Context: an optimization exercise on an open-source flow, tuned for small area. The choices shown serve that exercise and are no tape-out recipe.
Function was checked by simulation only, so behaviour that the tests miss may differ from the original.
No activity file was given, so power comes from the tool's default toggle rates.

File: design.v
module id_stage_pipe #(
    parameter int XLEN      = 32,
    parameter int NREG      = 32,
    parameter int WB_BYPASS = 1
) (
    input  logic            clk,
    input  logic            rst,
    input  logic            if_valid,
    input  logic [31:0]     if_inst,
    input  logic [XLEN-1:0] if_pc,
    output logic            id_ready,
    input  logic            ex_flush,
    input  logic            wb_we,
    input  logic [4:0]      wb_rd,
    input  logic [XLEN-1:0] wb_data,
    output logic            ex_valid,
    output logic [XLEN-1:0] ex_pc,
    output logic [4:0]      ex_rs1,
    output logic [4:0]      ex_rs2,
    output logic [4:0]      ex_rd,
    output logic [XLEN-1:0] ex_rs1_data,
    output logic [XLEN-1:0] ex_rs2_data,
    output logic [XLEN-1:0] ex_imm,
    output logic [3:0]      ex_alu_ctrl,
    output logic [2:0]      ex_funct3,
    output logic            ex_regwrite,
    output logic            ex_memread,
    output logic            ex_memwrite,
    output logic            ex_alusrc,
    output logic            ex_memtoreg,
    output logic            ex_branch,
    output logic            ex_illegal
);
    localparam int AW = $clog2(NREG);
    localparam logic [5:0] NR = 6'(NREG);
    localparam logic [6:0] OP_R = 7'b0110011, OP_I = 7'b0010011, OP_LD = 7'b0000011;
    localparam logic [6:0] OP_ST = 7'b0100011, OP_BR = 7'b1100011, OP_LUI = 7'b0110111;
    localparam logic [6:0] F7_ALT = 7'b0100000;
    localparam logic [3:0] ALU_ADD = 4'd0, ALU_SUB = 4'd1, ALU_AND = 4'd2, ALU_OR = 4'd3;
    localparam logic [3:0] ALU_SLT = 4'd4, ALU_SLTU = 4'd5, ALU_XOR = 4'd6, ALU_SLL = 4'd7;
    localparam logic [3:0] ALU_SRL = 4'd8, ALU_SRA = 4'd9, ALU_PASSB = 4'd10;
    typedef struct packed {
        logic            valid;
        logic [XLEN-1:0] pc;
        logic [4:0]      rs1;
        logic [4:0]      rs2;
        logic [4:0]      rd;
        logic [XLEN-1:0] rs1_data;
        logic [XLEN-1:0] rs2_data;
        logic [XLEN-1:0] imm;
        logic [3:0]      alu;
        logic [2:0]      f3;
        logic            regwrite;
        logic            memread;
        logic            memwrite;
        logic            alusrc;
        logic            memtoreg;
        logic            branch;
        logic            illegal;
    } idex_t;
    logic [XLEN-1:0] rf_q [NREG];
    idex_t           idex_d, idex_q;
    logic [6:0]      opc, f7, sh_f7;
    logic [4:0]      rs1, rs2, rd;
    logic [2:0]      f3;
    logic [5:0]      shamt;
    logic [XLEN-1:0] i_imm, s_imm, b_imm, u_imm, rs1_data, rs2_data;
    logic            use1, use2, bad, hz;
    function automatic logic [3:0] f3_alu(input logic [2:0] f);
        case (f)
            3'b000:  f3_alu = ALU_ADD;
            3'b001:  f3_alu = ALU_SLL;
            3'b010:  f3_alu = ALU_SLT;
            3'b011:  f3_alu = ALU_SLTU;
            3'b100:  f3_alu = ALU_XOR;
            3'b101:  f3_alu = ALU_SRL;
            3'b110:  f3_alu = ALU_OR;
            default: f3_alu = ALU_AND;
        endcase
    endfunction
    assign opc   = if_inst[6:0];
    assign rd    = if_inst[11:7];
    assign f3    = if_inst[14:12];
    assign rs1   = if_inst[19:15];
    assign rs2   = if_inst[24:20];
    assign f7    = if_inst[31:25];
    assign sh_f7 = (XLEN == 64) ? {if_inst[31:26], 1'b0} : f7;
    assign shamt = (XLEN == 64) ? if_inst[25:20] : {1'b0, if_inst[24:20]};
    assign i_imm = XLEN'($signed(if_inst[31:20]));
    assign s_imm = XLEN'($signed({if_inst[31:25], if_inst[11:7]}));
    assign b_imm = XLEN'($signed({if_inst[31], if_inst[7], if_inst[30:25], if_inst[11:8], 1'b0}));
    assign u_imm = XLEN'($signed({if_inst[31:12], 12'b0}));
    assign rs1_data = (rs1 == 5'd0 || {1'b0, rs1} >= NR) ? '0 :
                      (WB_BYPASS != 0 && wb_we && wb_rd == rs1) ? wb_data : rf_q[rs1[AW-1:0]];
    assign rs2_data = (rs2 == 5'd0 || {1'b0, rs2} >= NR) ? '0 :
                      (WB_BYPASS != 0 && wb_we && wb_rd == rs2) ? wb_data : rf_q[rs2[AW-1:0]];
    assign hz = idex_q.valid && idex_q.memread && idex_q.rd != 5'd0 && if_valid &&
                ((use1 && rs1 == idex_q.rd) || (use2 && rs2 == idex_q.rd));
    assign id_ready = ex_flush || !hz;
    always_comb begin
        idex_d = '0;
        use1 = 1'b0;
        use2 = 1'b0;
        bad = 1'b0;
        idex_d.valid = if_valid;
        idex_d.pc = if_pc;
        idex_d.rs1 = rs1;
        idex_d.rs2 = rs2;
        idex_d.rd = rd;
        idex_d.f3 = f3;
        idex_d.rs1_data = rs1_data;
        idex_d.rs2_data = rs2_data;
        case (opc)
            OP_R: begin
                use1 = 1'b1;
                use2 = 1'b1;
                idex_d.regwrite = 1'b1;
                idex_d.alu = (f7 == F7_ALT) ? (f3 == 3'b000 ? ALU_SUB : ALU_SRA) : f3_alu(f3);
                bad = !(f7 == 7'b0 || (f7 == F7_ALT && (f3 == 3'b000 || f3 == 3'b101)));
            end
            OP_I: begin
                use1 = 1'b1;
                idex_d.regwrite = 1'b1;
                idex_d.alusrc = 1'b1;
                idex_d.alu = (f3 == 3'b101 && sh_f7 == F7_ALT) ? ALU_SRA : f3_alu(f3);
                idex_d.imm = (f3 == 3'b001 || f3 == 3'b101) ? XLEN'(shamt) : i_imm;
                bad = (f3 == 3'b001 && sh_f7 != 7'b0) ||
                      (f3 == 3'b101 && sh_f7 != 7'b0 && sh_f7 != F7_ALT);
            end
            OP_LD: begin
                use1 = 1'b1;
                idex_d.regwrite = 1'b1;
                idex_d.memread = 1'b1;
                idex_d.memtoreg = 1'b1;
                idex_d.alusrc = 1'b1;
                idex_d.imm = i_imm;
            end
            OP_ST: begin
                use1 = 1'b1;
                use2 = 1'b1;
                idex_d.memwrite = 1'b1;
                idex_d.alusrc = 1'b1;
                idex_d.imm = s_imm;
            end
            OP_BR: begin
                use1 = 1'b1;
                use2 = 1'b1;
                idex_d.branch = 1'b1;
                idex_d.alu = ALU_SUB;
                idex_d.imm = b_imm;
                bad = f3[1];
            end
            OP_LUI: begin
                idex_d.regwrite = 1'b1;
                idex_d.alusrc = 1'b1;
                idex_d.alu = ALU_PASSB;
                idex_d.imm = u_imm;
            end
            default: bad = 1'b1;
        endcase
        idex_d.illegal = if_valid && (bad || (use1 && {1'b0, rs1} >= NR) ||
                         (use2 && {1'b0, rs2} >= NR) || (idex_d.regwrite && {1'b0, rd} >= NR));
        if (idex_d.illegal || !if_valid) begin
            {idex_d.regwrite, idex_d.memread, idex_d.memwrite} = 3'b000;
            {idex_d.alusrc, idex_d.memtoreg, idex_d.branch} = 3'b000;
            idex_d.alu = ALU_ADD;
        end
    end
    always_ff @(posedge clk) begin
        if (rst) begin
            for (int i = 0; i < NREG; i++) rf_q[i] <= '0;
        end else if (wb_we && wb_rd != 5'd0 && {1'b0, wb_rd} < NR)
            rf_q[wb_rd[AW-1:0]] <= wb_data;
    end
    always_ff @(posedge clk) begin
        idex_q <= (rst || ex_flush || hz) ? '0 : idex_d;
    end
    assign ex_valid    = idex_q.valid;
    assign ex_pc       = idex_q.pc;
    assign ex_rs1      = idex_q.rs1;
    assign ex_rs2      = idex_q.rs2;
    assign ex_rd       = idex_q.rd;
    assign ex_rs1_data = idex_q.rs1_data;
    assign ex_rs2_data = idex_q.rs2_data;
    assign ex_imm      = idex_q.imm;
    assign ex_alu_ctrl = idex_q.alu;
    assign ex_funct3   = idex_q.f3;
    assign ex_regwrite = idex_q.regwrite;
    assign ex_memread  = idex_q.memread;
    assign ex_memwrite = idex_q.memwrite;
    assign ex_alusrc   = idex_q.alusrc;
    assign ex_memtoreg = idex_q.memtoreg;
    assign ex_branch   = idex_q.branch;
    assign ex_illegal  = idex_q.illegal;
endmodule
File: run.sh
#!/bin/bash
# synth_recipe.tcl (not shown) runs the flow's synth.tcl, then flattens the netlist and writes it again
# the make line also repeats each setting of config.mk as NAME=value (left out here)
make -C /OpenROAD-flow-scripts/flow DESIGN_CONFIG=/design/flow/config.mk WORK_HOME=/design/flow/orfs CLKGATE_MAP_FILE= SYNTH_SCRIPT=/design/flow/synth_recipe.tcl finish
File: config.mk
export PLATFORM = sky130hd
export DESIGN_NAME = id_stage_pipe
export DESIGN_NICKNAME = id_stage_pipe
export VERILOG_FILES = /design/flow/design.v
export SDC_FILE = /design/flow/constraint.sdc
export NUM_CORES = 4
export LEC_CHECK = 0
export CAP_MARGIN = 20
export CORE_MARGIN = 2
export CORE_UTILIZATION = 40
export SLEW_MARGIN = 20
File: constraint.sdc
create_clock -name core_clock -period 4.5 [get_ports {clk}]
set_input_delay 0.9000 -clock core_clock [delete_from_list [all_inputs] [get_ports {clk}]]
set_output_delay 0.9000 -clock core_clock [all_outputs]
set_load 0.01 [all_outputs]
==> flow_metrics.py <==
metrics = {
    "status": {
        "status": "no timing/DRC/antenna violations",
    },
    "critical_path": {
        "setup.worst_path.class": "in -> out",
        "end_kind": "output port",
        "cp-startpoint": "if_inst[24]",
        "arrival_ps": 3030,
        "r2r-start": "idex_q[114]$_SDFF_PP0_",
        "startpoint_type": "primary input",
        "cp.required_ps": 3600,
        "path_max_fanout": 3,
    },
    "timing": {
        "fmax_mhz": 254.2,
        "skew_ps": 41.68,
        "tightest_slew_ps": 1181,
        "grt_setup_unrepaired": "false",
        "setup_viol": 0,
        "setup_tns_ps": 0,
        "finalHoldViolCount": 0,
        "period_share_pct": 87.43,
        "slew_headroom_pct": 21.06,
        "slew_violations": 0,
        "fin_crit_ps": 3934,
    },
    "clock_tree": {
        "hold_buffers": 0,
        "htree_levels": 4,
        "clockBufferDepth": 3,
        "cts_tree": "built",
        "cts_setup_buffers": 0,
        "insertion_delay_ps": 800,
        "postCtsResizedCells": 0,
        "cts_made_buffers": 133,
        "cts.sinks": 1181,
        "root_buffer": "clkbuf_16",
        "path_clk_slew_ps": 60,
    },
    "floorplan": {
        "die_w_um": 390.5,
        "coreArea_sq_mm": 0.1480,
        "io-pin-count": 265,
        "rows": 141,
        "dieArea_sq_mm": 0.1525,
        "chipHeight_um": 390.5,
        "start_util_pct": 40.38,
    },
    "logic_synthesis": {
        "ys_ff_latch": 1181,
        "synth_edf_count": 1024,
        "syn_area_sq_mm": 0.05976,
        "synth.area.top_cells": "edfxtp_1, mux4_2, and2_1",
        "ys.flop_type": "edfxtp_1",
        "async_flop_share_pct": 0,
        "synth_cell_types": 63,
        "syn_area_per_cell_sq_um": 13.87,
        "ys_top_cells_by_count": "and2_1, edfxtp_1, mux4_2, mux2i_1, clkbuf_1",
        "synth-seq-area-share_pct": 56.71,
        "synth_largest_area_cell": "edfxtp_1",
        "syn_inst": 4308,
        "yosys_warnings": 1,
        "synth_top_area_share_pct": 51.45,
        "synthMostInstantiatedCell": "and2_1",
    },
    "routing": {
        "num_vias": 41030,
        "vias_per_cell": 6.270,
        "drt_wl_total_mm": 224.5,
        "drc": 0,
        "drtPass1Iterations": 7,
        "ant_nets": 0,
        "wl_per_cell_um": 34.31,
        "drt_iter0_markers": 6224,
    },
    "placed_design": {
        "place_hpwl_mm": 138.5,
        "gp_congestion": 0.9146,
        "portBuffers": 264,
    },
    "grt": {
        "grt_max_degree": 72,
        "grt.total_usage_pct": 29.24,
        "antenna_found_initial": 26,
        "grt_pass1_vias": 40400,
        "grt_pass1_wl_mm": 311.6,
        "overflow": 0,
    },
    "pwr": {
        "pwr-share-comb_pct": 11.6,
        "p_per_area_mw_per_mm2": 386.2,
        "p_switching_uw": 6774,
        "peakVddDrop_v": 0.0004256,
        "switching_share_pct": 25.21,
        "p_int_uw": 20100,
        "clkPwrFrac_pct": 40.7,
        "power_frac_seq_pct": 47.6,
        "power_uw": 26870,
        "power_leakage_uw": 0.02459,
    },
    "worst_hold_path": {
        "min_path_type": "in -> reg",
        "min_from": "if_inst[21]",
    },
    "layout": {
        "nets": 4600,
        "multiInputGateArea_sq_mm": 0.02437,
        "synthToLayoutAreaGrowth_pct": 16.42,
        "seq_area_sq_mm": 0.03389,
        "drive_above_1_share_pct": 19.27,
        "fill_cells": 12800,
    },
    "job": {
        "timing.max_cap.violations": 0,
    },
}
cell usage in the layout (no fill, tap or decap), types with 19 or more instances in the layout:
| master | n |
|---|---|
| and2_1 | 1044 |
| edfxtp_1 | 1024 |
| mux4_2 | 382 |
| mux2i_1 | 315 |
| clkdlybuf4s50_1 | 238 |
| a22oi_1 | 200 |
| buf_4 | 160 |
| dfxtp_1 | 157 |
| clkbuf_16 | 140 |
| nand2_1 | 99 |
| nor2_1 | 84 |
| o21ai_0 | 84 |
| a21oi_1 | 60 |
| nand3_1 | 57 |
| nor3_1 | 41 |
| buf_12 | 37 |
| nor2_4 | 34 |
| or2_2 | 34 |
| conb_1 | 32 |
| o22ai_1 | 31 |
| a221oi_1 | 30 |
| clkbuf_1 | 28 |
| o211ai_1 | 27 |
| nand4_1 | 27 |
| clkinv_1 | 26 |
| buf_2 | 19 |
power by group through the flow:
stage	sequential, uW	combinational [uW]	clock, uW
after floorplan	12900	1760	0
after global placement	13000	3070	0
after detailed placement	13000	3070	0
after CTS	12800	3090	11000
after global routing	12900	3230	11500
final	12800	3120	11000
registers in the layout (all words and copies together) (netlist names):
name and flops:
idex_q 157, rf_q 1024
path summary, 6_finish.rpt:
| path | slack, ps | cells past startpoint | end |
|---|---|---|---|
| hold reg to reg | 940 | 5 | idex_q[47]$_SDFF_PP0_ |
| hold / removal | 570 | 3 | idex_q[35]$_SDFF_PP0_ |
| setup / recovery | 570 | 6 | id_ready |
| setup reg to reg | 1550 | 8 | idex_q[67]$_SDFF_PP0_ |
worst max-delay path, stage by stage:
cell and delay, ps:
clkdlybuf4s50_1 440, xor2_1 180, nor4_1 430, a22oi_1 210, or3_1 390, clkdlybuf4s50_1 490
per-stage QoR:
stage               setup slack [ps]  std cells  cell area, sq um  utilization, %  hold WS (ps)
floorplan                       1620       4339             59880               -         708.3
global placement               576.7       6289             65290           44.11         921.3
detailed placement             557.0       6289             65270           44.10         922.5
CTS                            561.0       6533             69620           47.03         517.9
global route                   456.6       6537             69560           46.99         548.4
finish                         565.9       6544             69580           47.01         565.7
cell type report:
cell class	count	area share, %
sequential	1181	48.71
multi-input combinational	2712	35.02
timing repair buffer	460	6.470
clock buffer	184	5.503
tap	1930	3.471
clock inverter	60	0.7463
antenna	11	0.03956
inverter	6	0.03237
cells by family (layout without fill, tap and decap cells):
family / Yosys count / count (layout) / share of synthesized area (%)
xor+xnor: 23 / 23 / 0.3371
simple gates: 1484 / 1484 / 14.53
buf+inv: 446 / 710 / 3.226
compound gates: 471 / 471 / 5.418
other cells: 1 / 43 / 0.006275
flops: 1181 / 1181 / 56.71
mux: 702 / 702 / 19.77
layer usage:
layer / vias up / GRT usage, % / part of all wire (%)
li1: 16630 / - / -
met1: 20990 / 39.39 / 39
met2: 2893 / 44.31 / 44
met3: 515 / 7.833 / 12
met4: 8 / 13.10 / 4.4
met5: - / 0 / 0.024

[afterwards: timing with drivers on the ports]
How much do the figures lean on ideal ports? The routed layout below was timed once more, with nothing changed but the port constraints. Step 1 assumes that a clkbuf_16 drives the clock port and a buf_2 every other input. Step 2 times the ports against the registers' clock, not the clock port: input delays grow and output delays shrink by t, the midpoint of the rising clock arrivals with the driver on. Slacks: no drivers / after step 1 / after step 2; pairs: no drivers / after step 1.
t (ns): 0.862
setup WS [ns]: 0.566 / 0.510 / 0.451
worst setup path at the end: input to register
cell pins on the clock port's net: 1
After both steps setup and hold are still met in this run. For this run, drivers alone change the setup slack by -0.056 ns; drivers and shift together by -0.115 ns.
